This is an optimization exercise on Yosys and OpenROAD, whose aim is a short achievable clock period and few clock cycles per item, not a production implementation.
Only simulation tests tie the RTL to the original design; equivalence was not proved.
No activity file was given, so power comes from the tool's default toggle rates.

### flow/design.v
package dma_pkg;
  localparam int W_D           = 32;
  localparam int W_EXT_A       = 32;   
  localparam int ADDR_OFFSET   = 2;    
  localparam int W_WA          = W_EXT_A - ADDR_OFFSET;   
  localparam int W_BLEN        = 9;    
  localparam int CMD_SLOTS    = 4;
  localparam int W_OWED       = 14;
  localparam int W_QCMD       = W_WA + 1 + W_EXT_A + 1 + 1 + 1 + 3 * W_BLEN;   
  localparam int RD_BUF       = 12;     
  localparam int WR_BUF       = 16;     
  typedef logic [W_D-1:0]      data_t;
  typedef logic [W_EXT_A-1:0]  ext_addr_t;
  typedef logic [W_EXT_A:0]    word_count_t;
  typedef logic [W_BLEN-1:0]   blen_t;
  typedef logic [W_WA-1:0]     waddr_t;
  typedef logic [W_OWED-1:0]   owed_t;
  typedef struct packed {
    ext_addr_t   ext_addr;
    logic        read_enable;    
    logic        write_enable;   
    word_count_t word_size;      
  } dma_cmd_t;
  typedef struct packed {
    ext_addr_t addr;
    logic      read_enable;
    logic      write_enable;
    blen_t     word_size;
  } ext_burst_t;
  typedef struct packed {
    waddr_t      waddr;
    logic        to_bram;
    word_count_t words;
    logic        big;        
    blen_t       rem;        
    blen_t       cap;        
    logic        fits;       
    blen_t       len;        
  } qcmd_t;
endpackage
module cmd_fifo
(
  input  logic     CLK0,
  input  logic     RST0,
  input  logic     req_valid,
  input  dma_pkg::dma_cmd_t req_cmd,
  output logic     req_ready,
  input  logic     deq,         
  output dma_pkg::qcmd_t dout,
  output logic     empty,
  output logic     busy         
);
  localparam int D = dma_pkg::CMD_SLOTS;
  logic              in_v;
  logic              in_ok;      
  dma_pkg::qcmd_t    in_q;
  dma_pkg::qcmd_t    head;
  dma_pkg::blen_t    rem;
  dma_pkg::blen_t    cap;
  logic              big;
  logic              fits;
  logic [D-1:0]      fill;
  logic [D-1:0]      fill_nx;
  logic              none;
  logic              push;
  logic              pop;
  assign rem  = dma_pkg::blen_t'({1'b0, ~req_cmd.ext_addr[9:2]}) + 1'b1;
  assign cap  = (req_cmd.ext_addr[11:10] == 2'b11) ? rem : dma_pkg::blen_t'(256);
  assign big  = (req_cmd.word_size[dma_pkg::W_EXT_A:dma_pkg::W_BLEN] != '0);
  assign fits = !big && (req_cmd.word_size[dma_pkg::W_BLEN-1:0] <= cap);
  always_ff @(posedge CLK0) begin
    if (RST0) begin
      in_v  <= 1'b0;
      in_ok <= 1'b0;
    end else begin
      in_v  <= req_valid;
      in_ok <= req_valid && (req_cmd.word_size != '0) &&
               (req_cmd.read_enable || req_cmd.write_enable);
    end
    in_q <= {req_cmd.ext_addr[dma_pkg::W_EXT_A-1:dma_pkg::ADDR_OFFSET],
             req_cmd.write_enable,
             req_cmd.word_size,
             big,
             rem,
             cap,
             fits,
             fits ? req_cmd.word_size[dma_pkg::W_BLEN-1:0] : cap};
  end
  assign pop  = deq && !none;
  assign push = in_ok && !(deq && none);
  sr_fifo #(.W(dma_pkg::W_QCMD), .D(D)) u_q (
    .CLK0    (CLK0),
    .RST0    (RST0),
    .push    (push),
    .din     (in_q),
    .pop     (pop),
    .head    (head),
    .head_nx (),
    .fill    (fill),
    .fill_nx (fill_nx),
    .none    (none)
  );
  assign dout  = none ? in_q : head;
  assign empty = none && !in_ok;
  always_ff @(posedge CLK0) begin
    if (RST0) req_ready <= 1'b0;
    else      req_ready <= !fill_nx[D-3];
  end
  assign busy = in_v || !none;
endmodule
module burst_planner
(
  input  logic            CLK0,
  input  logic            RST0,
  input  dma_pkg::qcmd_t  cmd,
  input  logic            cmd_empty,
  output logic            cmd_deq,
  input  logic            hold,         
  input  logic            nb_free,      
  output logic            nb_load,
  output dma_pkg::waddr_t nb_addr,
  output dma_pkg::blen_t  nb_len,
  output logic            nb_to_bram,
  output logic            busy
);
  logic                 act;        
  logic                 phase;      
  logic                 to_bram;
  dma_pkg::blen_t       len_q;
  logic                 last_q;     
  logic [9:0]           al_q;       
  logic [dma_pkg::W_WA-11:0] ah_q;  
  logic                 a_cy;       
  logic [dma_pkg::W_BLEN-1:0] rl_q;           
  logic [dma_pkg::W_EXT_A-dma_pkg::W_BLEN:0] rh_q;   
  logic                 r_bw;       
  logic [10:0]          al_sum;
  logic [9:0]           rl_dif;
  dma_pkg::blen_t       cap_q;      
  dma_pkg::blen_t       rem_q;      
  logic                 big_q;      
  logic                 fits;       
  logic                 load;
  assign fits   = !big_q && (rl_q <= cap_q);
  assign al_sum = {1'b0, al_q} + 11'(len_q);
  assign rl_dif = {1'b0, rl_q} - 10'(len_q);
  assign nb_load    = act && phase && nb_free && !hold;
  assign nb_addr    = {ah_q, al_q};
  assign nb_len     = len_q;
  assign nb_to_bram = to_bram;
  assign load    = !cmd_empty && (!act || (nb_load && last_q));
  assign cmd_deq = load;
  assign busy    = act;
  always_ff @(posedge CLK0) begin
    if (RST0) begin
      act   <= 1'b0;
      phase <= 1'b0;
    end else begin
      if (load) begin
        act   <= 1'b1;
        phase <= 1'b1;   
      end else if (act && !phase) begin
        phase <= 1'b1;
      end else if (nb_load) begin
        phase <= 1'b0;
        if (last_q) act <= 1'b0;
      end
    end
  end
  always_ff @(posedge CLK0) begin
    if (load) begin
      al_q    <= cmd.waddr[9:0];
      ah_q    <= cmd.waddr[dma_pkg::W_WA-1:10];
      a_cy    <= 1'b0;
      rl_q    <= cmd.words[dma_pkg::W_BLEN-1:0];
      rh_q    <= cmd.words[dma_pkg::W_EXT_A:dma_pkg::W_BLEN];
      r_bw    <= 1'b0;
      big_q   <= cmd.big;
      len_q   <= cmd.len;
      last_q  <= cmd.fits;
      to_bram <= cmd.to_bram;
      rem_q   <= cmd.rem;
      cap_q   <= cmd.cap;
    end else if (nb_load) begin
      {a_cy, al_q} <= al_sum;
      {r_bw, rl_q} <= rl_dif;
      big_q <= (rh_q[dma_pkg::W_EXT_A-dma_pkg::W_BLEN:1] != '0) || (rh_q[0] && !rl_dif[9]);
      if (al_q[9:8] == 2'b11) rem_q <= dma_pkg::blen_t'(256);
      cap_q <= (al_q[9:8] == 2'b10) ? rem_q : dma_pkg::blen_t'(256);
    end else if (act && !phase) begin
      ah_q <= ah_q + a_cy;
      a_cy <= 1'b0;
      rh_q <= rh_q - r_bw;
      r_bw <= 1'b0;
    end
    if (act && !phase && !load) begin
      len_q  <= fits ? rl_q : cap_q;
      last_q <= fits;
    end
  end
endmodule
module fc_nor
(
  input  logic a,
  input  logic b,
  output logic y
);
  assign y = !(a || b);
endmodule
module fc_aoi
(
  input  logic a1,
  input  logic a2,
  input  logic b,
  output logic y
);
  assign y = !((a1 && a2) || b);
endmodule
module port_reg #(
  parameter int W = 1
) (
  input  logic         CLK0,
  input  logic [W-1:0] d,
  output logic [W-1:0] q
);
  always_ff @(posedge CLK0) begin
    q <= d;
  end
endmodule
module sr_fifo #(
  parameter int W = 32,
  parameter int D = 4,
  parameter bit OUTREG = 1'b0    
) (
  input  logic         CLK0,
  input  logic         RST0,
  input  logic         push,       
  input  logic [W-1:0] din,
  input  logic         pop,        
  output logic [W-1:0] head,
  output logic [W-1:0] head_nx,    
  output logic [D-1:0] fill,       
  output logic [D-1:0] fill_nx,    
  output logic         none        
);
  logic [W-1:0] e [0:D-1];
  logic [D:0]   f;
  assign f = {1'b0, fill};
  always_comb begin
    fill_nx = fill;
    if (push && !pop) fill_nx = {fill[D-2:0], 1'b1};
    if (pop && !push) fill_nx = f[D:1];
  end
  always_ff @(posedge CLK0) begin
    if (RST0) begin
      fill <= '0;
      none <= 1'b1;
    end else begin
      fill <= fill_nx;
      none <= !fill_nx[0];
    end
  end
  logic [W-1:0] e_nx [0:D-1];
  for (genvar i = 0; i < D; i++) begin : g_e
    always_comb begin
      e_nx[i] = e[i];
      if (pop) begin
        if (i + 1 < D && f[i+1]) e_nx[i] = e[(i + 1 < D) ? i + 1 : i];
        else                     e_nx[i] = din;
      end else if (!f[i]) begin
        e_nx[i] = din;
      end
    end
    always_ff @(posedge CLK0) begin
      e[i] <= e_nx[i];
    end
  end
  assign head_nx = e_nx[0];
  if (OUTREG) begin : g_out
    port_reg #(.W(W)) u_head (.CLK0(CLK0), .d(e_nx[0]), .q(head));
  end else begin : g_noout
    assign head = e[0];
  end
endmodule
module owed_count
(
  input  logic           CLK0,
  input  logic           RST0,
  input  dma_pkg::blen_t credit,
  input  dma_pkg::owed_t credit_m1,   
  input  logic           move,
  output logic           nz,        
  output logic           nz_nx,     
  output logic           high       
);
  dma_pkg::owed_t cnt;
  dma_pkg::owed_t sum0;
  dma_pkg::owed_t sum1;
  assign sum0 = cnt + dma_pkg::owed_t'(credit);
  assign sum1 = cnt + credit_m1;
  assign high = (cnt[dma_pkg::W_OWED-1:12] != 0);   
  assign nz_nx = move ? (sum0[dma_pkg::W_OWED-1:1] != '0) : (sum0 != '0);
  always_ff @(posedge CLK0) begin
    if (RST0) begin
      cnt <= '0;
      nz  <= 1'b0;
    end else begin
      cnt <= move ? sum1 : sum0;
      nz  <= nz_nx;
    end
  end
endmodule
module stream_mover
(
  input  logic       CLK0,
  input  logic       RST0,
  input  dma_pkg::blen_t credit_rd,
  input  dma_pkg::blen_t credit_wr,
  input  dma_pkg::owed_t credit_rd_m1,
  input  dma_pkg::owed_t credit_wr_m1,
  output logic       hold,
  output logic       busy,
  input  dma_pkg::data_t      ext_read_data,
  input  logic       ext_read_empty,
  output logic       ext_read_deq,
  output dma_pkg::data_t      ext_write_data,
  output logic       ext_write_enq,
  input  logic       ext_write_almost_full,
  input  dma_pkg::data_t      core_read_data,
  input  logic       core_read_empty,
  output logic       core_read_enable,
  output dma_pkg::data_t      core_write_data,
  output logic       core_write_enable,
  input  logic       core_write_almost_full
);
  localparam int DR = dma_pkg::RD_BUF;
  localparam int DW = dma_pkg::WR_BUF;
  logic          rd_nz;
  logic          rd_nz_nx;
  logic          rd_high;
  logic          rd_okn;     
  logic          rd_none;
  logic [DR-1:0] rd_fill;
  logic [DR-1:0] rd_fill_nx;
  logic          rd_deq;     
  logic          rd_cwe;
  fc_nor u_deq_gate  (.a(rd_okn),  .b(ext_read_empty),         .y(ext_read_deq));
  fc_nor u_deq_gate2 (.a(rd_okn),  .b(ext_read_empty),         .y(rd_deq));
  fc_nor u_cwe_gate  (.a(rd_none), .b(core_write_almost_full), .y(core_write_enable));
  fc_nor u_cwe_gate2 (.a(rd_none), .b(core_write_almost_full), .y(rd_cwe));
  owed_count u_rd_owed (
    .CLK0   (CLK0),
    .RST0   (RST0),
    .credit (credit_rd),
    .credit_m1 (credit_rd_m1),
    .move   (rd_deq),
    .nz     (rd_nz),
    .nz_nx  (rd_nz_nx),
    .high   (rd_high)
  );
  sr_fifo #(.W(dma_pkg::W_D), .D(DR), .OUTREG(1'b1)) u_rd_buf (
    .CLK0    (CLK0),
    .RST0    (RST0),
    .push    (rd_deq),
    .din     (ext_read_data),
    .pop     (rd_cwe),
    .head    (core_write_data),
    .head_nx (),
    .fill    (rd_fill),
    .fill_nx (rd_fill_nx),
    .none    (rd_none)
  );
  logic          wr_nz;
  logic          wr_nz_nx;
  logic          wr_high;
  logic          wr_okn;
  logic          wr_none;
  logic          wr_pend;    
  logic [DW-1:0] wr_fill;
  logic [DW-1:0] wr_fill_nx;
  logic          wr_cre;
  logic          wr_enq;
  fc_nor u_cre_gate  (.a(wr_okn), .b(core_read_empty), .y(core_read_enable));
  fc_nor u_cre_gate2 (.a(wr_okn), .b(core_read_empty), .y(wr_cre));
  assign ext_write_enq = wr_enq;
  owed_count u_wr_owed (
    .CLK0   (CLK0),
    .RST0   (RST0),
    .credit (credit_wr),
    .credit_m1 (credit_wr_m1),
    .move   (wr_cre),
    .nz     (wr_nz),
    .nz_nx  (wr_nz_nx),
    .high   (wr_high)
  );
  sr_fifo #(.W(dma_pkg::W_D), .D(DW), .OUTREG(1'b1)) u_wr_buf (
    .CLK0    (CLK0),
    .RST0    (RST0),
    .push    (wr_pend),
    .din     (core_read_data),
    .pop     (wr_enq),
    .head    (ext_write_data),
    .head_nx (),
    .fill    (wr_fill),
    .fill_nx (wr_fill_nx),
    .none    (wr_none)
  );
  logic rd_room;
  logic wr_room;
  assign rd_room = !rd_fill_nx[DR-1];
  assign wr_room = wr_cre ? !wr_fill_nx[DW-2] : !wr_fill_nx[DW-1];
  always_ff @(posedge CLK0) begin
    if (RST0) begin
      rd_okn  <= 1'b1;
      wr_okn  <= 1'b1;
      wr_pend <= 1'b0;
      wr_enq  <= 1'b0;
    end else begin
      rd_okn  <= !(rd_room && rd_nz_nx);
      wr_okn  <= !(wr_room && wr_nz_nx);
      wr_pend <= wr_cre;
      wr_enq  <= wr_fill_nx[0] && !ext_write_almost_full;
    end
  end
  assign hold = rd_high || wr_high;
  assign busy = rd_nz || wr_nz || wr_pend || rd_fill[0] || wr_fill[0];
endmodule
module dma_ctrl
(
  input  logic            CLK0,
  input  logic            RST0,
  input  logic            nb_load,
  input  dma_pkg::waddr_t nb_addr,
  input  dma_pkg::blen_t  nb_len,
  input  logic            nb_to_bram,
  output logic            nb_free,
  output dma_pkg::ext_burst_t ext_burst,
  input  logic            ext_ready,
  output dma_pkg::blen_t  credit_rd,    
  output dma_pkg::blen_t  credit_wr,    
  output dma_pkg::owed_t  credit_rd_m1,  
  output dma_pkg::owed_t  credit_wr_m1,
  output logic            busy
);
  localparam int WB = dma_pkg::W_WA + dma_pkg::W_BLEN + 1;
  logic [WB-1:0]   head;
  logic [WB-1:0]   head_nx;
  logic [1:0]      fill;
  logic [1:0]      fill_nx;
  logic            none;
  logic            hs;           
  dma_pkg::waddr_t o_addr;
  dma_pkg::blen_t  o_len;
  logic            o_to_bram;
  dma_pkg::owed_t  o_len_m1;
  logic            p_rd;
  logic            p_wr;
  dma_pkg::waddr_t p_addr;
  dma_pkg::blen_t  p_len;
  assign {o_addr, o_len, o_to_bram} = head;
  assign hs      = fill[0] && ext_ready;
  assign nb_free = !fill[1];   
  sr_fifo #(.W(WB), .D(2)) u_bq (
    .CLK0    (CLK0),
    .RST0    (RST0),
    .push    (nb_load),
    .din     ({nb_addr, nb_len, nb_to_bram}),
    .pop     (hs),
    .head    (head),
    .head_nx (head_nx),
    .fill    (fill),
    .fill_nx (fill_nx),
    .none    (none)
  );
  port_reg #(.W(2)) u_p_en (
    .CLK0 (CLK0),
    .d    ({fill_nx[0] && !RST0 && head_nx[0], fill_nx[0] && !RST0 && !head_nx[0]}),
    .q    ({p_rd, p_wr})
  );
  port_reg #(.W(WB - 1)) u_p_burst (
    .CLK0 (CLK0),
    .d    (head_nx[WB-1:1]),
    .q    ({p_addr, p_len})
  );
  assign ext_burst = {p_addr, {dma_pkg::ADDR_OFFSET{1'b0}}, p_rd, p_wr, p_len};
  assign o_len_m1 = dma_pkg::owed_t'(o_len) - 1'b1;
  always_ff @(posedge CLK0) begin
    if (RST0) begin
      credit_rd    <= '0;
      credit_wr    <= '0;
      credit_rd_m1 <= '1;
      credit_wr_m1 <= '1;
    end else begin
      credit_rd    <= (hs && o_to_bram)  ? o_len : '0;
      credit_wr    <= (hs && !o_to_bram) ? o_len : '0;
      credit_rd_m1 <= (hs && o_to_bram)  ? o_len_m1 : '1;
      credit_wr_m1 <= (hs && !o_to_bram) ? o_len_m1 : '1;
    end
  end
  assign busy = !none || (credit_rd != '0) || (credit_wr != '0);
endmodule
module dma_stream_top
(
  input  logic       CLK0,
  input  logic       RST0,
  input  dma_pkg::dma_cmd_t   req_cmd,
  input  logic       req_valid,
  output logic       req_ready,
  output logic       req_busy,
  output dma_pkg::ext_burst_t ext_burst,
  input  logic       ext_ready,
  input  dma_pkg::data_t      ext_read_data,
  input  logic       ext_read_empty,
  output logic       ext_read_deq,
  output dma_pkg::data_t      ext_write_data,
  output logic       ext_write_enq,
  input  logic       ext_write_almost_full,
  input  dma_pkg::data_t      core_read_data,
  input  logic       core_read_empty,
  output logic       core_read_enable,
  output dma_pkg::data_t      core_write_data,
  output logic       core_write_enable,
  input  logic       core_write_almost_full
);
  dma_pkg::qcmd_t  head_cmd;
  logic            cmd_empty;
  logic            cmd_deq;
  logic            hold;
  logic            nb_free;
  logic            nb_load;
  dma_pkg::waddr_t nb_addr;
  dma_pkg::blen_t  nb_len;
  logic            nb_to_bram;
  dma_pkg::blen_t  credit_rd;
  dma_pkg::blen_t  credit_wr;
  dma_pkg::owed_t  credit_rd_m1;
  dma_pkg::owed_t  credit_wr_m1;
  logic            busy_q;
  logic            busy_p;
  logic            busy_c;
  logic            busy_m;
  cmd_fifo u_cmd_fifo (
    .CLK0      (CLK0),
    .RST0      (RST0),
    .req_valid (req_valid),
    .req_cmd   (req_cmd),
    .req_ready (req_ready),
    .deq       (cmd_deq),
    .dout      (head_cmd),
    .empty     (cmd_empty),
    .busy      (busy_q)
  );
  burst_planner u_burst_planner (
    .CLK0       (CLK0),
    .RST0       (RST0),
    .cmd        (head_cmd),
    .cmd_empty  (cmd_empty),
    .cmd_deq    (cmd_deq),
    .hold       (hold),
    .nb_free    (nb_free),
    .nb_load    (nb_load),
    .nb_addr    (nb_addr),
    .nb_len     (nb_len),
    .nb_to_bram (nb_to_bram),
    .busy       (busy_p)
  );
  dma_ctrl u_dma_ctrl (
    .CLK0       (CLK0),
    .RST0       (RST0),
    .nb_load    (nb_load),
    .nb_addr    (nb_addr),
    .nb_len     (nb_len),
    .nb_to_bram (nb_to_bram),
    .nb_free    (nb_free),
    .ext_burst  (ext_burst),
    .ext_ready  (ext_ready),
    .credit_rd  (credit_rd),
    .credit_wr  (credit_wr),
    .credit_rd_m1 (credit_rd_m1),
    .credit_wr_m1 (credit_wr_m1),
    .busy       (busy_c)
  );
  stream_mover u_stream_mover (
    .CLK0                   (CLK0),
    .RST0                   (RST0),
    .credit_rd              (credit_rd),
    .credit_wr              (credit_wr),
    .credit_rd_m1           (credit_rd_m1),
    .credit_wr_m1           (credit_wr_m1),
    .hold                   (hold),
    .busy                   (busy_m),
    .ext_read_data          (ext_read_data),
    .ext_read_empty         (ext_read_empty),
    .ext_read_deq           (ext_read_deq),
    .ext_write_data         (ext_write_data),
    .ext_write_enq          (ext_write_enq),
    .ext_write_almost_full  (ext_write_almost_full),
    .core_read_data         (core_read_data),
    .core_read_empty        (core_read_empty),
    .core_read_enable       (core_read_enable),
    .core_write_data        (core_write_data),
    .core_write_enable      (core_write_enable),
    .core_write_almost_full (core_write_almost_full)
  );
  always_ff @(posedge CLK0) begin
    if (RST0) req_busy <= 1'b0;
    else      req_busy <= busy_q || busy_p || busy_c || busy_m;
  end
endmodule
### flow/run.sh
#!/bin/bash
# synth_recipe.tcl (not shown) runs the flow's synth.tcl, then flattens the netlist and writes it again
# the make line also repeats each setting of config.mk as NAME=value (left out here)
make -C /OpenROAD-flow-scripts/flow DESIGN_CONFIG=/design/flow/config.mk WORK_HOME=/design/flow/orfs CLKGATE_MAP_FILE= SYNTH_SCRIPT=/design/flow/synth_recipe.tcl finish
### flow/config.mk
export PLATFORM = sky130hd
export DESIGN_NAME = dma_stream_top
export DESIGN_NICKNAME = dma_stream_top
export VERILOG_FILES = /design/flow/design.v
export SDC_FILE = /design/flow/constraint.sdc
export NUM_CORES = 4
export LEC_CHECK = 0
export ABC_CLOCK_PERIOD_IN_PS = 1500
export CAP_MARGIN = 20
export CORE_MARGIN = 2
export CORE_UTILIZATION = 50
export SETUP_SLACK_MARGIN = 3.3
export SLEW_MARGIN = 20
export SYNTH_HIERARCHICAL = 1
export SYNTH_MINIMUM_KEEP_SIZE = 0
### flow/constraint.sdc
create_clock -name core_clock -period 5.5 [get_ports {CLK0}]
set_input_delay 1.1000 -clock core_clock [delete_from_list [all_inputs] [get_ports {CLK0}]]
set_output_delay 1.1000 -clock core_clock [all_outputs]
set_load 0.01 [all_outputs]
==> results of run 1 <==
==> final cells by class <==
class                           instances  area, um^2  share of cell area
Timing Repair Buffer                  533        6950              0.0763
Clock inverter                         49         448             0.00491
Multi-Input combinational cell       3904       38300               0.421
Sequential cell                      1755       36300               0.398
Tap cell                             2016        2520              0.0277
Clock buffer                          301        5770              0.0633
Inverter                              104         407             0.00446
Timing Repair inverter                 14         400             0.00439
Antenna cell                            3        7.51           0.0000824
==> power by group <==
group	internal (uW)	switching, uW	leakage [uW]
registers	15500	1440	0.0149
logic	4340	4720	0.0147
clock network	7340	5250	0.00308
==> flip-flops by register name, summed over array words and instances (netlist names), 20 cells and up <==
name / count
u_burst_planner.ah_q: 20
u_cmd_fifo.in_q: 92
u_dma_ctrl.u_p_burst.q: 39
u_stream_mover.u_rd_buf.g_out.u_head.q: 32
u_burst_planner.rh_q: 24
u_stream_mover.u_wr_buf.e: 512
u_dma_ctrl.u_bq.e: 80
u_cmd_fifo.u_q.e: 372
u_stream_mover.u_rd_buf.e: 384
u_stream_mover.u_wr_buf.g_out.u_head.q: 32
==> worst register-to-register path: stages, from the launching register on <==
cell      delay (ps)
dfxtp_2          320
or2_4            270
or2_4            250
nand4b_1         230
a21o_4           300
inv_16            80
nor2b_4          190
buf_6            130
buf_6             90
buf_6             90
buf_12           110
buf_6            100
buf_12           140
buf_12           130
buf_16           120
mux2i_1          190
==> path summary, 6_finish.rpt <==
path | from | endpoint | slack, ps
setup / recovery | req_cmd[40] | u_cmd_fifo.in_q[4] | 2400
hold / removal | req_cmd[37] | u_cmd_fifo.in_q[63] | 410
setup reg to reg | u_stream_mover.u_wr_owed.cnt[13] | u_cmd_fifo.u_q.e[1][88] | 2700
hold reg to reg | u_stream_mover.u_rd_buf.e[11][2] | u_stream_mover.u_rd_buf.e[11][2] | 460
==> stage by stage <==
step / setup WS, ps / instance area, um^2 / instances / power (uW) / hold WS, ps
after floorplan: 1930 / 76000 / 6235 / 22500 / 440
after global placement: 1020 / 78700 / 8074 / 24600 / 446
after detailed placement: 1040 / 78700 / 8074 / 24800 / 454
after CTS: 2450 / 89400 / 8635 / 38300 / 336
after global routing: 2380 / 91200 / 8678 / 40400 / 357
final: 2400 / 91200 / 8679 / 38500 / 406
==> metal layers <==
metal / vias to the layer above / track usage / share of wire / wire length, um
li1: 23000 / - / - / -
met1: 23900 / 0.343 / 0.49 / 91400
met2: 843 / 0.377 / 0.45 / 84800
met3: 255 / 0.0387 / 0.043 / 8080
met4: 12 / 0.0563 / 0.019 / 3650
met5: - / 0 / 0.00040 / 75
==> what timing repair did <==
action                                  4_1_cts  5_1_grt
setup buffers                               122       40
pin swaps                                    78      105
cloned                                       89        1
gates resized for setup                    1035      321
endpoints found under the setup margin     1025      742
==> impl_metrics.tcl, run 1 <==
set metrics [dict create \
    status "no timing/DRC/antenna violations" \
    fmax_mhz 323 \
    numCtsBuffers 186 \
    worst_slew_pin_slew_ps 1000 \
    holdPathStages 1 \
    finClkSkew_ps 36.5 \
    grt_setup_unrepaired "true" \
    min_period_ps 3100 \
    routedWlPerCell_um 21.7 \
    nNetsFinal 6729 \
    cp-start-kind "input port" \
    grt_pass1_wl_mm 289 \
    arrival_ps 3790 \
    die-area_um2 154000 \
    grt_max_degree 147 \
    port_buffers 247 \
    syn2layout_area_growth_pct 20.9 \
    routed-via-count 48100 \
    clk_path_buf_depth 3 \
    top_level_ports 252 \
    maxCapViolations 0 \
    dieWidth_um 392 \
    syn_area_um2 75400 \
    core_um2 150000 \
    critPathBufInv 2 \
    initial_core_util 0.504 \
    slew_headroom 0.332 \
    viasPerCell 5.54 \
    yosysWarnings 31 \
    maxSlewViolCount 0 \
    worstPathRequired_ps 6190 \
    clockRootBuffer "clkbuf_16" \
    min_path_type "input port to flop" \
    postCtsHoldBufs 0 \
    period_share 0.563 \
    clkTransAtPathRegs_ps 60 \
    reg2reg_depth 15 \
    firstDrtPassIters 4 \
    hold_viol 0 \
    cpPeakStageDelay_ps 560 \
    endpoint_kind "flop" \
    synthCells 6234 \
    grt_use_total 0.240 \
    final_common_cell "mux2i_1" \
    crit_path_top_delay_cell "or4_4" \
    final_cell_mix "mux2i_1 (2506), dfxtp_1 (1529), clkbuf_16 (192)" \
    crit_chain "buf_8 > or4_4 > nor4_4 > xnor2_2 > and2_4 > inv_2 > ha_4 > nand2_4 > o211ai_1 > o31ai_4 > o21ai_4 > mux2_4" \
    overflow 0 \
    path_class "input port to flop" \
    routed_wl_mm 188 \
    gp_congestion 0.824 \
    p_per_area_nw_per_um2 423 \
    path_depth 12 \
    dpl.hpwl_mm 101 \
    setup_tns_ps 0 \
    rows 142 \
    nFillCells 12000 \
    cp_max_fo 5 \
    finalSetupViolCount 0 \
    dr.first_iter.drc_count 2119 \
    antenna_found_initial 16 \
    final_core_util 0.609 \
    die_h_um 392 \
    antenna_left 0 \
    htreeDepth 4 \
    clk-insertion-delay-late_ps 830 \
    leakagePower_uw 0.0327 \
    drc 0 \
    syn_area_per_cell_um2 12.1 \
    cts.sinks 1755 \
    drive_gt1_frac 0.214 \
    cts_tree "done" \
    max-vdd-ir-drop_mv 0.314 \
    critical_path.top_delay_family "simple AND/OR/NAND/NOR gates" \
    grt_pass1_vias 48600 \
]
Testbench counts, summed over its fixed seeds: cycles 17,344, words 25,338.
==> run 2: changes to the inputs <==
--- a/flow/design.v
+++ b/flow/design.v
@@ -5,5 +5,5 @@
   localparam int W_WA          = W_EXT_A - ADDR_OFFSET;   
   localparam int W_BLEN        = 9;    
-  localparam int CMD_SLOTS    = 4;
+  localparam int CMD_SLOTS    = 6;
   localparam int W_OWED       = 14;
   localparam int W_QCMD       = W_WA + 1 + W_EXT_A + 1 + 1 + 1 + 3 * W_BLEN;   
@@ -54,4 +54,11 @@
   logic              in_v;
   logic              in_ok;      
+  dma_pkg::dma_cmd_t in_cmd;
+  dma_pkg::blen_t    in_rem;
+  dma_pkg::blen_t    in_cap;
+  logic              in_big;
+  logic              in_fits;
+  logic              q_v;
+  logic              q_ok;       
   dma_pkg::qcmd_t    in_q;
   dma_pkg::qcmd_t    head;
@@ -59,5 +66,4 @@
   dma_pkg::blen_t    cap;
   logic              big;
-  logic              fits;
   logic [D-1:0]      fill;
   logic [D-1:0]      fill_nx;
@@ -68,25 +74,33 @@
   assign cap  = (req_cmd.ext_addr[11:10] == 2'b11) ? rem : dma_pkg::blen_t'(256);
   assign big  = (req_cmd.word_size[dma_pkg::W_EXT_A:dma_pkg::W_BLEN] != '0);
-  assign fits = !big && (req_cmd.word_size[dma_pkg::W_BLEN-1:0] <= cap);
+  assign in_fits = !in_big && (in_cmd.word_size[dma_pkg::W_BLEN-1:0] <= in_cap);
   always_ff @(posedge CLK0) begin
     if (RST0) begin
       in_v  <= 1'b0;
       in_ok <= 1'b0;
+      q_v   <= 1'b0;
+      q_ok  <= 1'b0;
     end else begin
       in_v  <= req_valid;
       in_ok <= req_valid && (req_cmd.word_size != '0) &&
                (req_cmd.read_enable || req_cmd.write_enable);
+      q_v   <= in_v;
+      q_ok  <= in_ok;
     end
-    in_q <= {req_cmd.ext_addr[dma_pkg::W_EXT_A-1:dma_pkg::ADDR_OFFSET],
-             req_cmd.write_enable,
-             req_cmd.word_size,
-             big,
-             rem,
-             cap,
-             fits,
-             fits ? req_cmd.word_size[dma_pkg::W_BLEN-1:0] : cap};
+    in_cmd <= req_cmd;
+    in_rem <= rem;
+    in_cap <= cap;
+    in_big <= big;
+    in_q   <= {in_cmd.ext_addr[dma_pkg::W_EXT_A-1:dma_pkg::ADDR_OFFSET],
+               in_cmd.write_enable,
+               in_cmd.word_size,
+               in_big,
+               in_rem,
+               in_cap,
+               in_fits,
+               in_fits ? in_cmd.word_size[dma_pkg::W_BLEN-1:0] : in_cap};
   end
   assign pop  = deq && !none;
-  assign push = in_ok && !(deq && none);
+  assign push = q_ok && !(deq && none);
   sr_fifo #(.W(dma_pkg::W_QCMD), .D(D)) u_q (
     .CLK0    (CLK0),
@@ -102,10 +116,10 @@
   );
   assign dout  = none ? in_q : head;
-  assign empty = none && !in_ok;
+  assign empty = none && !q_ok;
   always_ff @(posedge CLK0) begin
     if (RST0) req_ready <= 1'b0;
-    else      req_ready <= !fill_nx[D-3];
+    else      req_ready <= !fill_nx[D-4];
   end
-  assign busy = in_v || !none;
+  assign busy = in_v || q_v || !none;
 endmodule
 module burst_planner
@@ -423,5 +437,8 @@
     end
   end
-  assign hold = rd_high || wr_high;
+  always_ff @(posedge CLK0) begin
+    if (RST0) hold <= 1'b0;
+    else      hold <= rd_high || wr_high;
+  end
   assign busy = rd_nz || wr_nz || wr_pend || rd_fill[0] || wr_fill[0];
 endmodule
--- a/flow/config.mk
+++ b/flow/config.mk
@@ -10,5 +10,5 @@
 export CORE_MARGIN = 2
 export CORE_UTILIZATION = 50
-export SETUP_SLACK_MARGIN = 3.3
+export SETUP_SLACK_MARGIN = 3.05
 export SLEW_MARGIN = 20
 export SYNTH_HIERARCHICAL = 1
==> run 2 against run 1 <==
Net effect: still clean on timing, DRC and antenna; synthesized cell count rose by 12%; maximum frequency rose by 19%; synthesized area rose by 13%; highest routed layer unchanged.
==> impl_metrics.tcl, run 2 <==
set metrics [dict create \
    dp_slack_ps 1910 \
    top_register "u_cmd_fifo.u_q.e" \
    drc 0 \
    endpoint_kind "primary output" \
    period_share 0.474 \
    numCtsBuffers 211 \
    power_uw 40000 \
    port_buffers 247 \
    max-vdd-ir-drop_mv 0.364 \
    initial_core_util 0.503 \
    htreeDepth 4 \
    p_per_area_nw_per_um2 415 \
    worstPathRequired_ps 4400 \
    maxSlewViolCount 0 \
    cts_tree "done" \
    grt_pass1_vias 52100 \
    crit_chain "buf_2 > nor2_2 > clkbuf_2" \
    grt_use_total 0.212 \
    cts.sinks 2028 \
    critical_path.top_delay_family "buffers and inverters" \
    dpl.hpwl_mm 110 \
    cp-start-kind "input port" \
    yosysWarnings 31 \
    dieWidth_um 417 \
    overflow 0 \
    clk_path_buf_depth 3 \
    slew_headroom 0.267 \
    finalSetupViolCount 0 \
    setup_tns_ps 0 \
    path_class "input port to primary output" \
    largest_reg_flops 558 \
    routedWlPerCell_um 19.9 \
    rows 151 \
    nNetsFinal 7225 \
    postCtsHoldBufs 0 \
    min_period_ps 2610 \
    syn_area_per_cell_um2 12.2 \
    die_h_um 417 \
    grt_max_degree 129 \
    synthCells 6965 \
    die-area_um2 173000 \
    maxCapViolations 0 \
    hold_viol 0 \
    diodes 0 \
    core_um2 169000 \
    cpPeakStageDelay_ps 160 \
    largestRegisters "u_cmd_fifo.u_q.e x558, u_stream_mover.u_wr_buf.e x512, u_stream_mover.u_rd_buf.e x384" \
    gp_congestion 0.807 \
    cp_max_fo 2 \
    clockRootBuffer "clkbuf_16" \
    final_cell_mix "mux2i_1 (2883), dfxtp_1 (1838), clkbuf_16 (219)" \
    critPathBufInv 2 \
    grt_setup_unrepaired "true" \
    routed-via-count 51100 \
    finClkSkew_ps 22.9 \
    antenna_found_initial 8 \
    top_level_ports 252 \
    worst_slew_pin_slew_ps 1100 \
    min_path_type "flop to flop" \
    fmax_mhz 383 \
    antenna_left 0 \
    grt_pass1_wl_mm 296 \
    leakagePower_uw 0.0337 \
    syn2layout_area_growth_pct 13.3 \
    syn_area_um2 85100 \
    clkTransAtPathRegs_ps 50 \
    viasPerCell 5.44 \
    crit_path_top_delay_cell "buf_2" \
    status "no timing/DRC/antenna violations" \
    firstDrtPassIters 5 \
    arrival_ps 1510 \
    drive_gt1_frac 0.143 \
    final_common_cell "mux2i_1" \
    fin_ws_ps 2890 \
    routed_wl_mm 187 \
    dr.first_iter.drc_count 2145 \
    clk-insertion-delay-late_ps 840 \
]
[run 2: final timing paths]
kind,start,end,slack (ps),depth (start not counted)
max,ext_read_empty,ext_read_deq,2890,3
min,u_cmd_fifo.in_cmd[19],u_cmd_fifo.in_q[48],320,0
max reg2reg,u_cmd_fifo.u_q.none,u_cmd_fifo.u_q.e[5][79],2980,8
min reg2reg,u_cmd_fifo.in_cmd[19],u_cmd_fifo.in_q[48],320,0
[run 2: final cells by class]
type	instances	area [um^2]
clock buffer	319	6410
clock inverter	80	918
fill	14200	72900
inverter	103	399
multi-input combinational	4300	40700
sequential	2028	41700
tap	2218	2780
timing repair buffer	350	3490
[run 2: stage by stage]
step / hold WS [ps] / util / area [um^2] / instances
after floorplan: 310 / - / 85200 / 6966
after global placement: 310 / 0.522 / 88300 / 8966
after detailed placement: 312 / 0.522 / 88300 / 8966
after CTS: 320 / 0.567 / 96000 / 9384
after global routing: 329 / 0.569 / 96400 / 9398
final: 323 / 0.569 / 96400 / 9398
[run 2: per-layer routing]
metal / GRT usage / up-vias / share of wire
met5: 0 / - / 0.00019
met4: 0.0628 / 6 / 0.024
met3: 0.0322 / 255 / 0.034
met2: 0.346 / 635 / 0.46
met1: 0.291 / 25100 / 0.48
li1: - / 25100 / -
[run 2: what timing repair did]
action                                  CTS  global route
cloned                                    5             2
buffers inserted                         14            12
pin swaps                                 6            12
gates resized for setup                 631            69
endpoints found under the setup margin  971           460
[run 2: worst register-to-register path, stage by stage, from the launching register on]
cell and delay, ps:
dfxtp_4 350, nor2b_4 200, a21o_2 210, inv_12 100, nor2b_4 170, buf_4 170
nor2b_4 210, buf_6 540, mux2_4 430
[run 2: where the power goes]
| part | internal [uW] | switching [uW] | leakage [uW] | total, uW |
|---|---|---|---|---|
| Clock | 8830 | 5970 | 0.00363 | 14800 |
| Combinational | 3220 | 3540 | 0.0129 | 6760 |
| Sequential | 17200 | 1300 | 0.0172 | 18500 |
| Total | 29200 | 10800 | 0.0337 | 40000 |
Testbench counts of run 2, summed over its fixed seeds: cycles 17,352, words 25,338.
==> run 3: changes to the inputs <==
--- a/flow/config.mk
+++ b/flow/config.mk
@@ -10,5 +10,5 @@
 export CORE_MARGIN = 2
 export CORE_UTILIZATION = 50
-export SETUP_SLACK_MARGIN = 3.05
+export SETUP_SLACK_MARGIN = 3.15
 export SLEW_MARGIN = 20
 export SYNTH_HIERARCHICAL = 1
==> run 3 against run 2 <==
Net effect: still clean on timing, DRC and antenna; clock skew grew 9.3 ps; utilization grew 0.20 points; register-to-register slack gained 160 ps; die area unchanged; via count rose by 0.96%; synthesized area is the same; largest power group unchanged; highest routed layer unchanged.
==> impl_metrics.tcl, run 3 <==
set metrics [dict create \
    cp-startpoint "core_write_almost_full" \
    path_class "input port to primary output" \
    htreeDepth 4 \
    r2r_slack_ps 3140 \
    numCtsBuffers 212 \
    clk-insertion-delay-late_ps 860 \
    top_register "u_cmd_fifo.u_q.e" \
    final_common_cell "mux2i_1" \
    dr.first_iter.drc_count 1987 \
    status "no timing/DRC/antenna violations" \
    yosysWarnings 31 \
    clk_path_buf_depth 3 \
    grt_use_total 0.218 \
    r2r-start "u_dma_ctrl.credit_rd[0]" \
    syn_area_per_cell_um2 12.2 \
    nNetsFinal 7247 \
    worst_slew_pin_slew_ps 1110 \
    port_buffers 247 \
    hold_viol 0 \
    finalSetupViolCount 0 \
    drive_gt1_frac 0.146 \
    die_h_um 417 \
    core_um2 169000 \
    multi_input_area_um2 40700 \
    syn2layout_area_growth_pct 13.7 \
    top_level_ports 252 \
    endpoint_kind "primary output" \
    clkTransAtPathRegs_ps 60 \
    clockRootBuffer "clkbuf_16" \
    dp_cells 8966 \
    grt_pass1_vias 52800 \
    maxSlewViolCount 0 \
    routed_wl_mm 193 \
    crit_chain "buf_2 > nor2_4 > buf_6" \
    cpPeakStageDelay_ps 130 \
    firstDrtPassIters 5 \
    r2r_end "u_stream_mover.rd_okn" \
    postCtsHoldBufs 0 \
    reg2reg_depth 9 \
    cts.sinks 2028 \
    initial_core_util 0.503 \
    slew_headroom 0.261 \
    worstPathRequired_ps 4400 \
    fmax_mhz 390 \
    maxCapViolations 0 \
    largest_reg_flops 558 \
    dpl.hpwl_mm 112 \
    nFillCells 14200 \
    seq_area_um2 41800 \
    endpoint "core_write_enable" \
    cp_max_fo 2 \
    syn_area_um2 85100 \
    min_path_type "flop to flop" \
    cts_tree "done" \
    drc 0 \
    routed-via-count 51600 \
    grt_max_degree 160 \
    leakagePower_uw 0.0338 \
    largestRegisters "u_cmd_fifo.u_q.e x558, u_stream_mover.u_wr_buf.e x512, u_stream_mover.u_rd_buf.e x384" \
    die-area_um2 173000 \
    viasPerCell 5.49 \
    final_cell_mix "mux2i_1 (2884), dfxtp_1 (1825), clkbuf_16 (226)" \
    setup_tns_ps 0 \
    gp_congestion 0.801 \
    grt_pass1_wl_mm 303 \
    p_per_area_nw_per_um2 413 \
    routedWlPerCell_um 20.5 \
    max-vdd-ir-drop_mv 0.347 \
    arrival_ps 1460 \
    finClkSkew_ps 32.2 \
    overflow 0 \
    antenna_found_initial 6 \
    fin_cells 9410 \
    synthCells 6965 \
    crit_path_top_delay_cell "buf_2" \
    cp-start-kind "input port" \
    dieWidth_um 417 \
    grt_setup_unrepaired "true" \
    antenna_left 0 \
    min_period_ps 2560 \
    rows 151 \
    diodes 0 \
    period_share 0.466 \
]
-- run 3: cell count changes in the layout (fill, tap and decap cells not counted), moves of 4 or more --
cell       previous run  this run
buf_16                8        14
clkbuf_16           219       226
dfxtp_2              62        74
clkbuf_8             58        49
buf_6                69        75
clkinv_2             41        36
clkbuf_1             43        52
dfxtp_1            1838      1825
buf_4                66        78
buf_2                55        47
o21ai_0              94        90
-- run 3: critical path, delay by kind of cell --
kind | cells | cell delay [ps]
buffers and inverters | 2 | 240
AND/OR/NAND/NOR | 1 | 120
-- run 3: report_power, final --
part | leakage, uW | switching, uW | internal [uW]
registers | 0.0172 | 1290 | 17200
logic | 0.0131 | 3620 | 3260
clock network | 0.00355 | 5890 | 8650
-- run 3: worst min-delay path by stage --
| stage | start | to | cells past startpoint |
|---|---|---|---|
| final | u_cmd_fifo.in_rem[4] | u_cmd_fifo.in_q[23] | 0 |
| after global routing | u_cmd_fifo.in_cmd[30] | u_cmd_fifo.in_q[59] | 0 |
| after CTS | u_cmd_fifo.in_rem[4] | u_cmd_fifo.in_q[23] | 0 |
| after detailed placement | u_cmd_fifo.in_rem[5] | u_cmd_fifo.in_q[24] | 0 |
| after global placement | u_cmd_fifo.in_cmd[25] | u_cmd_fifo.in_q[54] | 0 |
| after floorplan | u_cmd_fifo.in_rem[1] | u_cmd_fifo.in_q[20] | 0 |
-- run 3: layout make-up --
class                           count  share of cell area
Multi-Input combinational cell   4300               0.421
Timing Repair inverter              1           0.0000647
Tap cell                         2218              0.0287
Inverter                          103             0.00407
Clock buffer                      322              0.0662
Sequential cell                  2028               0.432
Timing Repair Buffer              370              0.0402
Clock inverter                     68             0.00807
-- run 3: metal layers --
layer,track usage,wire length (um)
met5,0,14
met2,0.364,90500
met3,0.0296,5490
met4,0.0516,3480
met1,0.299,93600
-- run 3: timing repair --
| action | CTS | global route |
|---|---|---|
| pin swaps | 18 | 17 |
| setup buffers | 30 | 6 |
| setup endpoints to repair | 1132 | 515 |
| gates cloned | 11 | 7 |
| resized for setup | 658 | 79 |
| hold endpoints to repair | 0 | 0 |
-- run 3: through the flow --
step / hold WS (ps) / util / area [um^2] / power, uW / worst slack [ps]
floorplan: 310 / - / 85400 / 23500 / 2980
global placement: 310 / 0.522 / 88300 / 25300 / 1970
detailed placement: 312 / 0.522 / 88300 / 25600 / 1940
CTS: 323 / 0.569 / 96300 / 40300 / 2870
global route: 329 / 0.571 / 96700 / 41800 / 2930
finish: 321 / 0.571 / 96700 / 39900 / 2940
==> run 4: changes to the inputs <==
--- a/flow/config.mk
+++ b/flow/config.mk
@@ -10,5 +10,5 @@
 export CORE_MARGIN = 2
 export CORE_UTILIZATION = 50
-export SETUP_SLACK_MARGIN = 3.15
+export SETUP_SLACK_MARGIN = 3.3
 export SLEW_MARGIN = 20
 export SYNTH_HIERARCHICAL = 1
==> run 4 against run 3 <==
Net effect: still clean on timing, DRC and antenna; utilization increased by 0.91 points; die area unchanged; setup slack better by 25 ps; non-clock buffer count is 65 higher; critical path depth is the same; clock power hardly changed; synthesized area stayed put; via count increased by 1.1%; flip-flop and latch count unchanged; clock skew rose by 6.7 ps; sequential power barely moved; routed wire length increased by 2.7%.
==> impl_metrics.tcl, run 4 <==
set metrics [dict create \
    status "no timing/DRC/antenna violations" \
    leakagePower_uw 0.0345 \
    p_int_uw 29100 \
    finalInstanceArea_um2 98300 \
    numCtsBuffers 212 \
    grt_pass1_vias 52900 \
    min_period_ps 2540 \
    cts_tree "done" \
    r2r-start "u_dma_ctrl.credit_rd[2]" \
    crit_path_top_delay_cell "buf_2" \
    grt_max_degree 143 \
    pwr-share-comb 0.175 \
    cts.sinks 2028 \
    critical_path.top_delay_family "buffers and inverters" \
    dp_cells 8968 \
    maxCapViolations 0 \
    top_level_ports 252 \
    finClkSkew_ps 38.9 \
    overflow 0 \
    antenna_found_initial 10 \
    initial_core_util 0.503 \
    drc 0 \
    antenna_left 0 \
    final_cell_mix "mux2i_1 (2882), dfxtp_1 (1796), clkbuf_16 (235)" \
    nNetsFinal 7314 \
    largest_reg_flops 558 \
    maxSlewViolCount 0 \
    placed_cell_area_um2 88400 \
    rows 151 \
    routed-via-count 52200 \
    final_common_cell "mux2i_1" \
    period_share 0.461 \
    arrival_ps 1440 \
    firstDrtPassIters 5 \
    critPathBufInv 2 \
    nFillCells 14100 \
    endpoint_kind "primary output" \
    clockRootBuffer "clkbuf_16" \
    dieWidth_um 417 \
    dr.first_iter.drc_count 2471 \
    port_buffers 247 \
    seq_area_um2 41800 \
    slew_headroom 0.247 \
    cp-startpoint "core_write_almost_full" \
    worstHoldStart "u_cmd_fifo.in_rem[1]" \
    finalSetupViolCount 0 \
    routedWlPerCell_um 20.9 \
    routed_wl_mm 198 \
    hold_viol 0 \
    largestRegisters "u_cmd_fifo.u_q.e x558, u_stream_mover.u_wr_buf.e x512, u_stream_mover.u_rd_buf.e x384" \
    syn_area_um2 85100 \
    grt_setup_unrepaired "true" \
    gp_congestion 0.810 \
    multi_input_area_um2 41000 \
    min_path_type "flop to flop" \
    syn2layout_area_growth_pct 15.5 \
    syn_area_per_cell_um2 12.2 \
    yosysWarnings 31 \
    die_h_um 417 \
    core_um2 169000 \
    clk-insertion-delay-late_ps 850 \
    cp_max_fo 2 \
    path_class "input port to primary output" \
    top_register "u_cmd_fifo.u_q.e" \
    worst_slew_pin_slew_ps 1130 \
    switchingPower_uw 10900 \
    fin_cells 9486 \
    sequentialPowerShare 0.463 \
    viasPerCell 5.50 \
    htreeDepth 4 \
    drive_gt1_frac 0.162 \
    p_per_area_nw_per_um2 407 \
    clk_path_buf_depth 3 \
    crit_chain "buf_2 > nor2_4 > buf_6" \
    clkTransAtPathRegs_ps 60 \
    final_core_util 0.581 \
    switching_share 0.272 \
    dpl.hpwl_mm 112 \
    grt_use_total 0.220 \
    cpPeakStageDelay_ps 130 \
    worstPathRequired_ps 4400 \
    grt_pass1_wl_mm 305 \
    max-vdd-ir-drop_mv 0.350 \
    die-area_um2 173000 \
    setup_tns_ps 0 \
    cp-start-kind "input port" \
    fmax_mhz 394 \
    clkPwrFrac 0.361 \
    synthCells 6965 \
    postCtsHoldBufs 0 \
]
-- run 4: worst paths after layout --
check	slack [ps]	cells after the start	to
max	2960	3	core_write_enable
min	320	0	u_cmd_fifo.in_q[20]
max reg2reg	3140	8	u_stream_mover.rd_okn
min reg2reg	320	0	u_cmd_fifo.in_q[20]
-- run 4: final cells by class --
| type | instances | area share |
|---|---|---|
| Sequential cell | 2028 | 0.426 |
| Clock inverter | 60 | 0.00591 |
| Timing Repair inverter | 2 | 0.000178 |
| Clock buffer | 337 | 0.0671 |
| Timing Repair Buffer | 435 | 0.0514 |
| Antenna cell | 2 | 0.0000509 |
| Multi-Input combinational cell | 4301 | 0.417 |
| Inverter | 103 | 0.00414 |
| Tap cell | 2218 | 0.0282 |
-- run 4: worst reg2reg max path, delay by kind of cell, from the launching register on --
kind                       cells  cell delay, ps
xor gates and xnor gates       1             220
adders and majority gates      1             410
AOI/OAI and AO/OA              2             340
and+or+nand+nor                4             960
DFF                            1             350
-- run 4: through the flow --
stage               hold WS (ps)  total power, uW  setup WS, ps
detailed placement           312            25600          1880
CTS                          318            40300          2920
finish                       318            40000          2960
global placement             310            25400          1900
floorplan                    310            23500          2980
global route                 327            41900          2930
-- run 4: power by group through the flow --
stage               combinational, uW  sequential [uW]  clock, uW
finish                           7010            18500      14500
CTS                              6880            18600      14900
global placement                 6570            18800          0
detailed placement               6740            18900          0
floorplan                        5360            18100          0
global route                     7690            18800      15500
-- run 4: timing repair --
item | 4_1_cts | 5_1_grt
cloned | 21 | 15
setup buffers | 45 | 38
pin swaps | 23 | 49
endpoints found under the setup margin | 1127 | 617
resized for setup | 758 | 137
-- run 4: metal layers --
metal / global-route usage / share of wire
met5: 0 / 0.00032
met1: 0.303 / 0.48
met2: 0.354 / 0.45
met3: 0.0340 / 0.036
met4: 0.0682 / 0.026
==> run 5: changes to the inputs <==
--- a/flow/design.v
+++ b/flow/design.v
@@ -5,5 +5,6 @@
   localparam int W_WA          = W_EXT_A - ADDR_OFFSET;   
   localparam int W_BLEN        = 9;    
-  localparam int CMD_SLOTS    = 6;
+  localparam int CMD_AW       = 3;
+  localparam int CMD_SLOTS    = 1 << CMD_AW;
   localparam int W_OWED       = 14;
   localparam int W_QCMD       = W_WA + 1 + W_EXT_A + 1 + 1 + 1 + 3 * W_BLEN;   
@@ -66,6 +67,4 @@
   dma_pkg::blen_t    cap;
   logic              big;
-  logic [D-1:0]      fill;
-  logic [D-1:0]      fill_nx;
   logic              none;
   logic              push;
@@ -101,24 +100,35 @@
                in_fits ? in_cmd.word_size[dma_pkg::W_BLEN-1:0] : in_cap};
   end
+  typedef logic [dma_pkg::CMD_AW-1:0] ptr_t;
+  typedef logic [dma_pkg::CMD_AW:0]   cnt_t;
+  logic [dma_pkg::W_QCMD-1:0] mem [0:D-1];
+  ptr_t  head_p;
+  ptr_t  tail_p;
+  cnt_t  used;
+  cnt_t  used_nx;
   assign pop  = deq && !none;
   assign push = q_ok && !(deq && none);
-  sr_fifo #(.W(dma_pkg::W_QCMD), .D(D)) u_q (
-    .CLK0    (CLK0),
-    .RST0    (RST0),
-    .push    (push),
-    .din     (in_q),
-    .pop     (pop),
-    .head    (head),
-    .head_nx (),
-    .fill    (fill),
-    .fill_nx (fill_nx),
-    .none    (none)
-  );
-  assign dout  = none ? in_q : head;
-  assign empty = none && !q_ok;
   always_ff @(posedge CLK0) begin
-    if (RST0) req_ready <= 1'b0;
-    else      req_ready <= !fill_nx[D-4];
+    if (push) mem[tail_p] <= in_q;
   end
+  assign used_nx = used + cnt_t'(push) - cnt_t'(pop);
+  always_ff @(posedge CLK0) begin
+    if (RST0) begin
+      head_p    <= '0;
+      tail_p    <= '0;
+      used      <= '0;
+      none      <= 1'b1;
+      req_ready <= 1'b0;
+    end else begin
+      if (pop)  head_p <= head_p + 1'b1;
+      if (push) tail_p <= tail_p + 1'b1;
+      used <= used_nx;
+      none <= (used_nx == '0);
+      req_ready <= (used_nx <= cnt_t'(D - 4));
+    end
+  end
+  assign head  = mem[head_p];
+  assign dout  = none ? in_q : head;
+  assign empty = none && !q_ok;
   assign busy = in_v || q_v || !none;
 endmodule
==> run 5 against run 4 <==
Net effect: largest power group unchanged; final cell count shrank 4.2%; total power rose by 22%; sequential power is 18% higher; critical path depth unchanged; design area increased by 5.3%; clock skew shrank 2.7 ps.
==> impl_metrics.tcl, run 5 <==
set metrics [dict create \
    antenna_left 0 \
    maxSlewViolCount 0 \
    largest_reg_flops 736 \
    syn2layout_area_growth_pct 16.1 \
    clk_path_buf_depth 3 \
    dr.first_iter.drc_count 2757 \
    cts_tree "done" \
    path_class "input port to primary output" \
    min_period_ps 2560 \
    placed_cell_area_um2 93100 \
    finalSetupViolCount 0 \
    final_core_util 0.585 \
    grt_setup_unrepaired "true" \
    cts.sinks 2213 \
    pwr-share-comb 0.240 \
    htreeDepth 4 \
    slew_headroom 0.344 \
    fmax_mhz 390 \
    antenna_found_initial 7 \
    setup_tns_ps 0 \
    synthCells 6319 \
    syn_area_um2 89100 \
    grt_max_degree 132 \
    maxCapViolations 0 \
    routed_wl_mm 205 \
    dp_slack_ps 1930 \
    max-vdd-ir-drop_mv 0.382 \
    numCtsBuffers 222 \
    routed-via-count 50400 \
    switchingPower_uw 14300 \
    dieWidth_um 426 \
    fin_ws_ps 2940 \
    top_register "u_cmd_fifo.mem" \
    final_common_cell "mux2i_1" \
    die_h_um 426 \
    p_int_uw 34700 \
    cp-start-kind "input port" \
    switching_share 0.292 \
    arrival_ps 1460 \
    gp_congestion 0.800 \
    drive_gt1_frac 0.178 \
    core_um2 177000 \
    worstPathRequired_ps 4400 \
    clockRootBuffer "clkbuf_16" \
    status "no timing/DRC/antenna violations" \
    rows 154 \
    die-area_um2 182000 \
    final_cell_mix "mux2i_1 (1955), dfxtp_1 (1262), edfxtp_1 (829)" \
    routedWlPerCell_um 22.5 \
    cp_max_fo 2 \
    period_share 0.466 \
    clk-insertion-delay-late_ps 860 \
    grt_use_total 0.220 \
    nFillCells 13900 \
    leakagePower_uw 0.0354 \
    largestRegisters "u_cmd_fifo.mem x736, u_stream_mover.u_wr_buf.e x512, u_stream_mover.u_rd_buf.e x384" \
    firstDrtPassIters 5 \
    finalInstanceArea_um2 103000 \
    drc 0 \
    clkTransAtPathRegs_ps 60 \
    sequentialPowerShare 0.445 \
    dpl.hpwl_mm 110 \
    endpoint_kind "primary output" \
    viasPerCell 5.55 \
    nNetsFinal 6783 \
    p_per_area_nw_per_um2 473 \
    min_path_type "flop to flop" \
    port_buffers 247 \
    syn_area_per_cell_um2 14.1 \
    yosysWarnings 28 \
    worst_slew_pin_slew_ps 984 \
    hold_viol 0 \
    finClkSkew_ps 36.2 \
    grt_pass1_vias 51200 \
    grt_pass1_wl_mm 308 \
    initial_core_util 0.504 \
    overflow 0 \
    r2r_slack_ps 3190 \
    clkPwrFrac 0.315 \
    top_level_ports 252 \
]
[run 5: changes by cell type in the layout (fill, tap and decap cells not counted), sizes merged, moves of 14 or more]
cell	delta
dfxtp	-551
mux4	+184
buf	+24
clkbuf	-14
clkinv	+24
nor2	+16
nand2	+94
o21ai	+81
mux2	-175
edfxtp	+736
mux2i	-929
[run 5: stage by stage]
| step | hold slack (ps) | instances | total power, uW |
|---|---|---|---|
| finish | 326 | 9083 | 49000 |
| global route | 334 | 9081 | 51400 |
| CTS | 326 | 9022 | 48900 |
| detailed placement | 312 | 8522 | 32700 |
| global placement | 310 | 8522 | 32400 |
| floorplan | 310 | 6320 | 29400 |
[run 5: area by class of cell]
cell class	instances	area [um^2]	share of cell area
clock inverter	97	1060	0.0102
multi-input combinational	3546	34600	0.335
timing repair inverter	2	17.5	0.000169
clock buffer	323	6520	0.0630
antenna	2	5.00	0.0000484
tap	2340	2930	0.0283
inverter	100	393	0.00380
timing repair buffer	460	5070	0.0490
sequential	2213	52800	0.511
[run 5: repair_timing]
item,4_1_cts,5_1_grt
buffers inserted,62,45
hold buffers,0,0
endpoints found under the setup margin,1634,951
gates resized for setup,740,157
cloned,18,14
pin swaps,53,75
[run 5: power by group through the flow]
stage / registers (uW) / clock network (uW) / logic [uW]
after CTS: 21800 / 15800 / 11300
after global placement: 22100 / 0 / 10300
after global routing: 22100 / 16500 / 12800
final: 21800 / 15400 / 11700
after floorplan: 21300 / 0 / 8120
after detailed placement: 22200 / 0 / 10500
[run 5: critical path: stages]
cell	delay [ps]
buf_4	140
nor2_1	90
buf_2	130
[run 5: path summary, 6_finish.rpt]
path | startpoint | to | cells after the start
worst max-delay path | ext_read_empty | ext_read_deq | 3
worst min-delay path | u_cmd_fifo.in_rem[8] | u_cmd_fifo.in_q[27] | 0
worst max register to register | u_stream_mover.hold | u_cmd_fifo.none | 12
worst min register to register | u_cmd_fifo.in_rem[8] | u_cmd_fifo.in_q[27] | 0
[run 5: layer usage]
metal | track usage | up-vias | wire length, um
met2 | 0.366 | 909 | 98200
met5 | 0 | - | 0
li1 | - | 23900 | -
met4 | 0.0631 | 0 | 5040
met3 | 0.0330 | 278 | 8130
met1 | 0.299 | 25400 | 93400
Testbench counts of run 5, summed over its fixed seeds: cycles 17,352, words 25,338.
==> run 6: changes to the inputs <==
--- a/flow/design.v
+++ b/flow/design.v
@@ -481,4 +481,5 @@
   logic            o_to_bram;
   dma_pkg::owed_t  o_len_m1;
+  dma_pkg::owed_t  nb_len_m1;
   logic            p_rd;
   logic            p_wr;
@@ -511,5 +512,6 @@
   );
   assign ext_burst = {p_addr, {dma_pkg::ADDR_OFFSET{1'b0}}, p_rd, p_wr, p_len};
-  assign o_len_m1 = dma_pkg::owed_t'(o_len) - 1'b1;
+  assign o_len_m1  = dma_pkg::owed_t'(o_len) - 1'b1;
+  assign nb_len_m1 = dma_pkg::owed_t'(nb_len) - 1'b1;
   always_ff @(posedge CLK0) begin
     if (RST0) begin
@@ -520,7 +522,7 @@
     end else begin
       credit_rd    <= (hs && o_to_bram)  ? o_len : '0;
-      credit_wr    <= (hs && !o_to_bram) ? o_len : '0;
+      credit_wr    <= (nb_load && !nb_to_bram) ? nb_len : '0;
       credit_rd_m1 <= (hs && o_to_bram)  ? o_len_m1 : '1;
-      credit_wr_m1 <= (hs && !o_to_bram) ? o_len_m1 : '1;
+      credit_wr_m1 <= (nb_load && !nb_to_bram) ? nb_len_m1 : '1;
     end
   end
==> run 6 against run 5 <==
Net effect: first-iteration DRC count grew 6.3%; routed wire length up 1.4%; design area increased by 1.4%; final cell count rose by 1.2%; clock skew decreased by 2.2 ps; largest cell class unchanged.
==> impl_metrics.tcl, run 6 <==
set metrics [dict create \
    status "no timing/DRC/antenna violations" \
    critPathBufInv 2 \
    fmax_mhz 392 \
    crit_chain "buf_2 > nor2_2 > buf_2" \
    clk_path_buf_depth 3 \
    largest_reg_flops 736 \
    finalInstanceArea_um2 105000 \
    routed_wl_mm 208 \
    numCtsBuffers 224 \
    worstPathRequired_ps 4400 \
    hold_viol 0 \
    finClkSkew_ps 34.1 \
    min_to "u_cmd_fifo.in_q[88]" \
    worst_slew_pin_slew_ps 838 \
    clockRootBuffer "clkbuf_16" \
    dieWidth_um 426 \
    path_common_cell "buf_2" \
    endpoint_kind "primary output" \
    switchingPower_uw 14600 \
    gp_congestion 0.809 \
    placed_cell_area_um2 93300 \
    final_cell_mix "mux2i_1 (1949), dfxtp_1 (1255), edfxtp_1 (829)" \
    period_share 0.464 \
    top_level_ports 252 \
    clkTransAtPathRegs_ps 60 \
    cp-start-kind "input port" \
    grt_use_total 0.218 \
    grt_max_degree 145 \
    grt_setup_unrepaired "true" \
    cp-startpoint "ext_read_empty" \
    final_common_cell "mux2i_1" \
    p_int_uw 34700 \
    setup_tns_ps 0 \
    initial_core_util 0.505 \
    maxSlewViolCount 0 \
    firstDrtPassIters 6 \
    slew_headroom 0.441 \
    reg2reg_depth 11 \
    rows 154 \
    die-area_um2 182000 \
    r2r-start "u_stream_mover.hold" \
    syn_area_per_cell_um2 14.1 \
    min_period_ps 2550 \
    finalSetupViolCount 0 \
    antenna_left 0 \
    max-vdd-ir-drop_mv 0.329 \
    grt_pass1_wl_mm 308 \
    htreeDepth 4 \
    cts.sinks 2213 \
    hold_slack_ps 320 \
    nNetsFinal 6893 \
    maxCapViolations 0 \
    dr.first_iter.drc_count 2931 \
    clkPwrFrac 0.307 \
    drc 0 \
    pwr-share-comb 0.252 \
    port_buffers 247 \
    yosysWarnings 28 \
    arrival_ps 1450 \
    r2r_end "u_cmd_fifo.req_ready" \
    top_register "u_cmd_fifo.mem" \
    min_path_type "flop to flop" \
    worstHoldStart "u_cmd_fifo.in_cmd[62]" \
    final_core_util 0.594 \
    syn2layout_area_growth_pct 17.6 \
    p_per_area_nw_per_um2 470 \
    crit_path_top_delay_cell "buf_2" \
    sequentialPowerShare 0.441 \
    critical_path.top_delay_family "buffers and inverters" \
    power_uw 49300 \
    leakagePower_uw 0.0361 \
    cpPeakStageDelay_ps 130 \
    clk-insertion-delay-late_ps 860 \
    core_um2 177000 \
    largestRegisters "u_cmd_fifo.mem x736, u_stream_mover.u_wr_buf.e x512, u_stream_mover.u_rd_buf.e x384" \
    routedWlPerCell_um 22.6 \
    grt_pass1_vias 51400 \
    routed-via-count 51000 \
    antenna_found_initial 7 \
    die_h_um 426 \
    holdPathStages 0 \
    viasPerCell 5.55 \
    switching_share 0.295 \
    r2r_slack_ps 3080 \
    path_class "input port to primary output" \
    cts_tree "done" \
    drive_gt1_frac 0.190 \
    overflow 0 \
    cp_max_fo 2 \
    syn_area_um2 89200 \
    synthCells 6331 \
    dpl.hpwl_mm 114 \
]
[run 6: worst max path at each step]
stage | endpoint | cells after the start
after floorplan | u_cmd_fifo.mem[0][0] | 12
after global placement | u_cmd_fifo.mem[1][44] | 7
after detailed placement | u_cmd_fifo.req_ready | 11
after CTS | core_read_enable | 2
after global routing | core_read_enable | 2
final | ext_read_deq | 3
[run 6: layer usage]
metal	vias to the layer above	GRT usage	part of all wire
li1	24100	-	-
met1	25600	0.292	0.45
met2	981	0.370	0.49
met3	290	0.0293	0.039
met4	0	0.0604	0.025
met5	-	0	0
[run 6: layout make-up]
class,count,area [um^2]
Antenna cell,1,2.50
Clock buffer,326,6470
Clock inverter,94,910
Fill cell,13800,71800
Inverter,102,404
Multi-Input combinational cell,3553,34500
Sequential cell,2213,52800
Tap cell,2340,2930
Timing Repair Buffer,557,6840
Timing Repair inverter,3,40.0
[run 6: power by group through the flow]
stage / clock network (uW) / registers (uW) / logic, uW
floorplan: 0 / 21300 / 8250
global placement: 0 / 22200 / 10400
detailed placement: 0 / 22200 / 10600
CTS: 15500 / 21800 / 11700
global route: 16100 / 22100 / 13500
finish: 15100 / 21800 / 12400
[run 6: worst reg2reg max path, cell delays in order, from the launching register on]
cell and delay [ps]:
dfxtp_2 320, nand4b_1 210, a21o_4 300, inv_16 60
nor2b_4 180, ha_4 230, inv_4 60, ha_4 140
fa_2 460, nor2_2 160, nor2_1 70, nor3b_2 160
[run 6: metrics by stage]
stage / worst slack (ps) / cells
2_1_floorplan: 1070 / 6332
3_3_place_gp: 1880 / 8551
4_1_cts: 2860 / 9078
6_report: 2950 / 9189
3_5_place_dp: 1860 / 8551
5_1_grt: 2910 / 9188
[run 6: what timing repair did]
action                     in CTS  in global routing
resized for setup             774                228
setup endpoints to repair    1985                623
gates cloned                   16                 49
buffers inserted               91                 61
hold buffers                    0                  0
pin swaps                      41                103
Testbench counts of run 6, summed over its fixed seeds: cycles 17,347, words 25,338.

[port drivers added, routing unchanged]
How much do the figures lean on ideal ports? The routed layouts below were timed once more, with nothing changed but the port constraints. Step 1, drivers: a clkbuf_16 drives CLK0 and a buf_2 each remaining input, both assumed. Step 2 times the ports against the registers' clock, not the clock port: input delays grow and output delays shrink by t, the midpoint of the rising clock arrivals with the driver on. Slacks: no drivers / after step 1 / after step 2; pairs: no drivers / after step 1.
run	t, ns	slack for setup (ns)	worst setup path after step 2	worst data-port slew with drivers (ns)
run 1	0.887	2.403 / 2.433 / 1.547	input to register	0.17
run 2	0.913	2.892 / 2.872 / 2.244	input to register	0.16
run 3	0.917	2.937 / 2.914 / 2.385	input to register	0.13
run 4	0.909	2.962 / 2.927 / 2.387	input to register	0.15
run 5	0.928	2.938 / 2.888 / 2.348	input to register	0.16
run 6	0.934	2.947 / 2.878 / 2.515	input to register	0.19
After both steps every run listed still meets setup and hold. For run 1, which loses most, drivers alone change the setup slack by +0.030 ns; drivers and shift together by -0.856 ns.
